This is an optimization exercise on Yosys and OpenROAD, whose aim is small area, a short achievable clock period and few clock cycles per item, not a production implementation.
Where RTL was checked, it was by simulation tests only, not by an equivalence proof against the original.
No driver is modelled on the clock port, so clock power and skew are understated where the tree is cut down; a real chip needs a root buffer or a tree.

## old
==> flow/design.v <==
package fss_pkg;
   localparam int BYTE_BITS         = 8;
   localparam int CSR_INDEX_BITS    = 3;
   localparam int CSR_DATA_BITS     = 64;
   localparam int MATCH_BITS        = 6;
   localparam int OFFSET_OUT_BITS   = 32;
   localparam int REG_PATTERN_BYTES = 31;
   localparam int PATTERN_REG_BITS  = 4 * CSR_DATA_BITS;
   localparam logic [MATCH_BITS-1:0] MIN_MATCHES_RESET = 6'd31;
   typedef enum logic [CSR_INDEX_BITS-1:0] {
      CSR_PATTERN_LO    = 3'd0,
      CSR_PATTERN_MID   = 3'd1,
      CSR_PATTERN_UPPER = 3'd2,
      CSR_PATTERN_TOP   = 3'd3,
      CSR_FINAL_BYTE    = 3'd4,
      CSR_MIN_MATCHES   = 3'd5
   } csr_index_type;
   typedef struct packed {
      logic [CSR_DATA_BITS-1:0] pattern_top;
      logic [CSR_DATA_BITS-1:0] pattern_upper;
      logic [CSR_DATA_BITS-1:0] pattern_mid;
      logic [CSR_DATA_BITS-1:0] pattern_lo;
      logic [BYTE_BITS-1:0]     final_byte;
      logic [MATCH_BITS-1:0]    min_matches;
   } cfg_type;
endpackage
import fss_pkg::*;
module fss_match #(
   parameter int PATTERN_LEN = 32
) (
   input  logic [BYTE_BITS-1:0]                           data_byte,
   input  logic [PATTERN_LEN-1:0][BYTE_BITS-1:0]          pattern,
   output logic [PATTERN_LEN-1:0]                         equal
);
   for (genvar j = 0; j < PATTERN_LEN; j++) begin : g_pos
      assign equal[j] = (data_byte == pattern[j]);
   end
endmodule
import fss_pkg::*;
module fuzzy_signature_scanner #(
   parameter int PATTERN_LEN = 32,
   parameter int OFFSET_BITS = 32
) (
   input  logic                      clock,
   input  logic                      reset,
   input  logic                      req_valid,
   output logic                      req_ready,
   input  logic [7:0]                req_data_byte,
   input  logic                      req_end_of_region,
   output logic                      rsp_valid,
   input  logic                      rsp_ready,
   output logic                      rsp_found,
   output logic [31:0]               rsp_hit_offset,
   input  logic                      csr_wr_en,
   input  logic [2:0]                csr_index,
   input  logic [63:0]               csr_wdata
);
   localparam int N = PATTERN_LEN;
   logic [REG_PATTERN_BYTES-1:0][BYTE_BITS-1:0] pat_ff;    
   logic [BYTE_BITS-1:0]                        final_ff;  
   logic [MATCH_BITS-1:0]                       min_ff;
   logic [CSR_DATA_BITS-1:0] wdata;
   logic [5:0]               wr;
   assign wdata = reset ? {{(CSR_DATA_BITS-MATCH_BITS){1'b0}}, MIN_MATCHES_RESET} : csr_wdata;
   for (genvar r = 0; r < 6; r++) begin : g_wr
      assign wr[r] = reset || (csr_wr_en && csr_index == 3'(r));
   end
   always_ff @(posedge clock) begin
      if (wr[CSR_PATTERN_LO])    pat_ff[7:0]   <= reset ? '0 : wdata;
      if (wr[CSR_PATTERN_MID])   pat_ff[15:8]  <= reset ? '0 : wdata;
      if (wr[CSR_PATTERN_UPPER]) pat_ff[23:16] <= reset ? '0 : wdata;
      if (wr[CSR_PATTERN_TOP])   pat_ff[30:24] <= reset ? '0 : wdata[55:0];
      if (wr[CSR_FINAL_BYTE])    final_ff      <= reset ? '0 : wdata[BYTE_BITS-1:0];
      if (wr[CSR_MIN_MATCHES])   min_ff        <= wdata[MATCH_BITS-1:0];
   end
   logic                 in_valid_ff;
   logic [BYTE_BITS-1:0] in_byte_ff;
   logic                 in_eor_ff;
   logic                 ready_ff;
   logic                   first_ff;      
   logic [4:0]             seen_ff;       
   logic                   past_ff;       
   logic                   hit_done_ff;   
   logic [OFFSET_BITS-1:0] off_ff;        
   logic                   rsp_valid_ff, rsp_found_ff;
   logic [N-1:1][5:0] part;
   logic [N-1:0][BYTE_BITS-1:0] pattern;
   logic [N-1:0]                equal;
   assign pattern = {final_ff, pat_ff};
   fss_match #(
      .PATTERN_LEN(N)
   ) u_match (
      .data_byte(in_byte_ff),
      .pattern  (pattern),
      .equal    (equal)
   );
   logic hd, live, risky, stall, go;
   logic hit_if_eq, hit_if_ne, hit_now, miss_now, report;
   assign hd    = hit_done_ff && !first_ff;
   assign live  = !first_ff && (&seen_ff) && !hd;
   assign risky = live || (in_eor_ff && !hd);
   assign stall = rsp_valid_ff && risky;
   assign go    = in_valid_ff && !stall;
   logic hit_if_eq_ff, hit_if_ne_ff;
   logic ge0, ge1, ge2;
   assign ge0 = {1'b0, part[2]} >= {1'b0, min_ff};
   assign ge1 = {1'b0, part[2]} + 7'd1 >= {1'b0, min_ff};
   assign ge2 = {1'b0, part[2]} + 7'd2 >= {1'b0, min_ff};
   assign hit_if_eq = equal[N-2] ? ge2 : ge1;
   assign hit_if_ne = equal[N-2] ? ge1 : ge0;
   assign hit_now   = live && (equal[N-1] ? hit_if_eq_ff : hit_if_ne_ff);
   assign miss_now  = in_eor_ff && !hd && !hit_now;
   assign report    = go && (hit_now || miss_now);
   logic                   in_valid_d, in_eor_d, first_d, hit_done_d, rsp_valid_d;
   logic [4:0]             seen_d;
   logic                   hd_d, live_d, risky_d, stall_d;
   logic [OFFSET_BITS-1:0] off_inc, off_d;
   logic                   off_upd, off_sel;
   always_comb begin
      in_valid_d  = (req_valid && ready_ff) || (in_valid_ff && !go);
      in_eor_d    = ready_ff ? req_end_of_region : in_eor_ff;
      first_d     = go ? in_eor_ff : first_ff;
      seen_d      = go ? (first_ff ? 5'd1 : ((&seen_ff) ? seen_ff : seen_ff + 5'd1)) : seen_ff;
      hit_done_d  = go ? (hd || hit_now) : hit_done_ff;
      rsp_valid_d = report || (rsp_valid_ff && !rsp_ready);
      hd_d    = hit_done_d && !first_d;
      live_d  = !first_d && (&seen_d) && !hd_d;
      risky_d = live_d || (in_eor_d && !hd_d);
      stall_d = rsp_valid_d && risky_d;
      off_inc = (off_ff == {{(OFFSET_BITS-6){1'b1}}, 6'b011111}) ? off_ff : off_ff + 1'b1;
      off_upd = go && (live || (in_eor_ff && !hd));
      off_sel = off_upd && past_ff && live && !miss_now;
      off_d   = ({OFFSET_BITS{!off_upd}} & off_ff) | ({OFFSET_BITS{off_sel}} & off_inc);
   end
   always_ff @(posedge clock) begin
      if (reset) begin
         in_valid_ff  <= 1'b0;
         ready_ff     <= 1'b1;
         first_ff     <= 1'b1;
         rsp_valid_ff <= 1'b0;
      end else begin
         in_valid_ff  <= in_valid_d;
         ready_ff     <= !(in_valid_d && stall_d);
         first_ff     <= first_d;
         rsp_valid_ff <= rsp_valid_d;
      end
   end
   always_ff @(posedge clock) begin
      if (ready_ff) begin
         in_byte_ff <= req_data_byte;
         in_eor_ff  <= req_end_of_region;
      end
      seen_ff     <= seen_d;
      hit_done_ff <= hit_done_d;
      if (go) begin
         past_ff <= !first_ff && (&seen_ff);
         hit_if_eq_ff <= hit_if_eq;
         hit_if_ne_ff <= hit_if_ne;
      end
      off_ff       <= off_d;
      rsp_found_ff <= (report && hit_now) || (!report && rsp_found_ff);
   end
   for (genvar k = 1; k < N; k++) begin : g_part
      localparam int W = $clog2(N - k + 1);
      logic [W-1:0] part_ff;
      if (k == N - 1) begin : g_last
         always_ff @(posedge clock)
            if (go) part_ff <= equal[0];
      end else begin : g_mid
         logic [W-1:0] part_src, part_inc, part_ones;
         assign part_src = W'(part[k+1]);
         always_comb begin
            part_ones[0] = 1'b1;
            for (int i = 1; i < W; i++)
               part_ones[i] = part_ones[i-1] && part_src[i-1];
            part_inc = part_src ^ (part_ones & {W{equal[N-1-k]}});
         end
         always_ff @(posedge clock)
            if (go) part_ff <= part_inc;
      end
      assign part[k] = 6'(part_ff);
   end
   assign req_ready      = ready_ff;
   assign rsp_valid      = rsp_valid_ff;
   assign rsp_found      = rsp_found_ff;
   assign rsp_hit_offset = off_ff;
endmodule
clock: 7.5 ns
lec_check: 0
abc_clock_period_in_ps: 2500
cap_margin: 20
core_margin: 2
core_utilization: 60
cts_cluster_diameter: 80
cts_cluster_size: 30
setup_slack_margin: 4.95
slew_margin: 20
standard.sh (not shown) runs the stock make flow with config.mk's settings and CLKGATE_MAP_FILE= SYNTH_SCRIPT=/design/flow/synth_recipe.tcl, a recipe that flattens the netlist after the stock synthesis.
==> flow/flow/run.sh <==
#!/bin/bash
set -euo pipefail
bash standard.sh \
  "BUFFER_PORTS_ARGS=-buffer_cell sky130_fd_sc_hd__buf_1" \
  "PRE_RESIZE_TCL=$PWD/flow/ports.tcl" \
  "PRE_CTS_TCL=$PWD/flow/ctsroot.tcl" \
  "CTS_ARGS=-sink_clustering_enable -repair_clock_nets -sink_clustering_size 30 -sink_clustering_max_diameter 80 -dont_use_dummy_load" \
  finish > flow.log 2>&1
==> flow/flow/ctsroot.tcl <==
rename clock_tree_synthesis my_orig_clock_tree_synthesis
proc clock_tree_synthesis {args} {
  my_orig_clock_tree_synthesis {*}$args
  set block [ord::get_db_block]
  set root [$block findInst clkbuf_0_clock]
  if {$root eq "NULL"} {
    puts "ctsroot.tcl: no root buffer clkbuf_0_clock, tree left as built"
    return
  }
  set in [[$root findITerm A] getNet]
  set out [[$root findITerm X] getNet]
  set loads {}
  foreach it [$out getITerms] { if {[$it isInputSignal]} { lappend loads $it } }
  if {[llength $loads] > 4} {
    puts "ctsroot.tcl: root buffer drives [llength $loads] pins, tree left as built"
    return
  }
  foreach it $loads { $it disconnect; $it connect $in }
  odb::dbInst_destroy $root
  odb::dbNet_destroy $out
  $in setSigType CLOCK
  puts "ctsroot.tcl: removed clkbuf_0_clock; the clock port drives [llength $loads] buffers"
}
==> flow/flow/ports.tcl <==
# PRE_RESIZE hook: the port buffers start as buf_1; the inputs that fan out to many
# enables or feed long control paths get a stronger buffer.
foreach port {csr_wr_en csr_index[0] csr_index[1] csr_index[2] reset req_valid rsp_ready req_end_of_region} {
  foreach pin [get_pins -of_objects [get_nets $port]] {
    set inst [get_cells -of_objects $pin]
    set master [get_property [get_lib_cells -of_objects $inst] name]
    if {[string match "sky130_fd_sc_hd__buf_*" $master]} {
      puts "ports.tcl: [get_full_name $inst] ($master) -> sky130_fd_sc_hd__buf_4 for $port"
      replace_cell $inst sky130_fd_sc_hd__buf_4
    }
  }
}
Testbench counts of old, summed over its fixed seeds: cycles 35,186, bytes 35,180.
Here is what was changed in the inputs of new compared with old.
--- a/flow/design.v
+++ b/flow/design.v
@@ -56,26 +56,30 @@
    input  logic [63:0]               csr_wdata
 );
    localparam int N = PATTERN_LEN;
    logic [REG_PATTERN_BYTES-1:0][BYTE_BITS-1:0] pat_ff;    
    logic [BYTE_BITS-1:0]                        final_ff;  
    logic [MATCH_BITS-1:0]                       min_ff;
-   logic [CSR_DATA_BITS-1:0] wdata;
-   logic [5:0]               wr;
-   assign wdata = reset ? {{(CSR_DATA_BITS-MATCH_BITS){1'b0}}, MIN_MATCHES_RESET} : csr_wdata;
+   logic [5:0] wr, zero_ff;
    for (genvar r = 0; r < 6; r++) begin : g_wr
-      assign wr[r] = reset || (csr_wr_en && csr_index == 3'(r));
+      assign wr[r] = csr_wr_en && csr_index == 3'(r);
    end
    always_ff @(posedge clock) begin
-      if (wr[CSR_PATTERN_LO])    pat_ff[7:0]   <= reset ? '0 : wdata;
-      if (wr[CSR_PATTERN_MID])   pat_ff[15:8]  <= reset ? '0 : wdata;
-      if (wr[CSR_PATTERN_UPPER]) pat_ff[23:16] <= reset ? '0 : wdata;
-      if (wr[CSR_PATTERN_TOP])   pat_ff[30:24] <= reset ? '0 : wdata[55:0];
-      if (wr[CSR_FINAL_BYTE])    final_ff      <= reset ? '0 : wdata[BYTE_BITS-1:0];
-      if (wr[CSR_MIN_MATCHES])   min_ff        <= wdata[MATCH_BITS-1:0];
+      if (reset) zero_ff <= '1;
+      else       zero_ff <= zero_ff & ~wr;
    end
+   always_ff @(posedge clock) begin
+      if (wr[CSR_PATTERN_LO])    pat_ff[7:0]   <= csr_wdata;
+      if (wr[CSR_PATTERN_MID])   pat_ff[15:8]  <= csr_wdata;
+      if (wr[CSR_PATTERN_UPPER]) pat_ff[23:16] <= csr_wdata;
+      if (wr[CSR_PATTERN_TOP])   pat_ff[30:24] <= csr_wdata[55:0];
+      if (wr[CSR_FINAL_BYTE])    final_ff      <= csr_wdata[BYTE_BITS-1:0];
+      if (wr[CSR_MIN_MATCHES])   min_ff        <= csr_wdata[MATCH_BITS-1:0];
+   end
+   logic [MATCH_BITS-1:0] min_eff;
+   assign min_eff = zero_ff[CSR_MIN_MATCHES] ? MIN_MATCHES_RESET : min_ff;
    logic                 in_valid_ff;
    logic [BYTE_BITS-1:0] in_byte_ff;
    logic                 in_eor_ff;
    logic                 ready_ff;
    logic                   first_ff;      
    logic [4:0]             seen_ff;       
@@ -84,31 +88,38 @@
    logic [OFFSET_BITS-1:0] off_ff;        
    logic                   rsp_valid_ff, rsp_found_ff;
    logic [N-1:1][5:0] part;
    logic [N-1:0][BYTE_BITS-1:0] pattern;
    logic [N-1:0]                equal;
    assign pattern = {final_ff, pat_ff};
+   logic [N-1:0] equal_raw;
+   logic         zero_byte;
    fss_match #(
       .PATTERN_LEN(N)
    ) u_match (
       .data_byte(in_byte_ff),
       .pattern  (pattern),
-      .equal    (equal)
+      .equal    (equal_raw)
    );
+   assign zero_byte = (in_byte_ff == '0);
+   for (genvar p = 0; p < N; p++) begin : g_eq
+      localparam int R = (p == N - 1) ? CSR_FINAL_BYTE : p / 8;
+      assign equal[p] = zero_ff[R] ? zero_byte : equal_raw[p];
+   end
    logic hd, live, risky, stall, go;
    logic hit_if_eq, hit_if_ne, hit_now, miss_now, report;
    assign hd    = hit_done_ff && !first_ff;
    assign live  = !first_ff && (&seen_ff) && !hd;
    assign risky = live || (in_eor_ff && !hd);
    assign stall = rsp_valid_ff && risky;
    assign go    = in_valid_ff && !stall;
    logic hit_if_eq_ff, hit_if_ne_ff;
    logic ge0, ge1, ge2;
-   assign ge0 = {1'b0, part[2]} >= {1'b0, min_ff};
-   assign ge1 = {1'b0, part[2]} + 7'd1 >= {1'b0, min_ff};
-   assign ge2 = {1'b0, part[2]} + 7'd2 >= {1'b0, min_ff};
+   assign ge0 = {1'b0, part[2]} >= {1'b0, min_eff};
+   assign ge1 = {1'b0, part[2]} + 7'd1 >= {1'b0, min_eff};
+   assign ge2 = {1'b0, part[2]} + 7'd2 >= {1'b0, min_eff};
    assign hit_if_eq = equal[N-2] ? ge2 : ge1;
    assign hit_if_ne = equal[N-2] ? ge1 : ge0;
    assign hit_now   = live && (equal[N-1] ? hit_if_eq_ff : hit_if_ne_ff);
    assign miss_now  = in_eor_ff && !hd && !hit_now;
    assign report    = go && (hit_now || miss_now);
    logic                   in_valid_d, in_eor_d, first_d, hit_done_d, rsp_valid_d;
--- outcome ---
old → new: detailed-route wire length rose about 5.4%, number of cells on the worst hold path increased by 1 relative to the old numbers, global-route usage rose by 0.77 points. Taking old as the reference, in new floorplan die area shrank by 2.3%, final area grew by 3.6%, area of the core shrank by about 2.7%, upper clock frequency limit shrank by about 8%, met1 global-route usage shrank by 0.53 points. old was carried through to the last stage, and its layout satisfied the timing, design-rule and antenna checks. new: full flow OK, the timing, design-rule and antenna checks passed. The launch point of the worst path comes out in_byte_ff[1] in one run and csr_wr_en in the other, namely in new and old respectively. new vs old, top routing layer in use: met5 vs met4.
No functional check of the RTL was part of new.

## re-timing with driven ports
Ports are ideal in the flow. The routed layouts listed here were re-timed in OpenROAD. Step 1 (the two cells are an assumption about what drives the block):
set clk [get_ports {clock}]
set_driving_cell -lib_cell sky130_fd_sc_hd__clkbuf_16 $clk
set_driving_cell -lib_cell sky130_fd_sc_hd__buf_2 [delete_from_list [all_inputs] $clk]
Step 2, shift: input delay + t, output delay - t, t = (earliest + latest rising clock arrival at the registers) / 2. This alone moves slack from input paths to output paths. Slacks: ideal / step 1 / step 2; pairs: ideal / step 1.
| run | t, ns | setup slack, ns | hold slack, ns | worst data-port slew with drivers (ns) | pins driven straight from the clock port |
|---|---|---|---|---|---|
| old | 0.476 | 4.955 / 4.935 / 4.522 | 0.489 / 0.489 / 0.489 | 0.09 | 2 |
| new | 0.475 | 4.741 / 4.740 / 4.567 | 0.490 / 0.490 / 0.490 | 0.11 | 2 |
After both steps setup and hold are still met in every run listed. For old, which loses most, drivers alone change the setup slack by -0.020 ns; drivers and shift together by -0.433 ns.
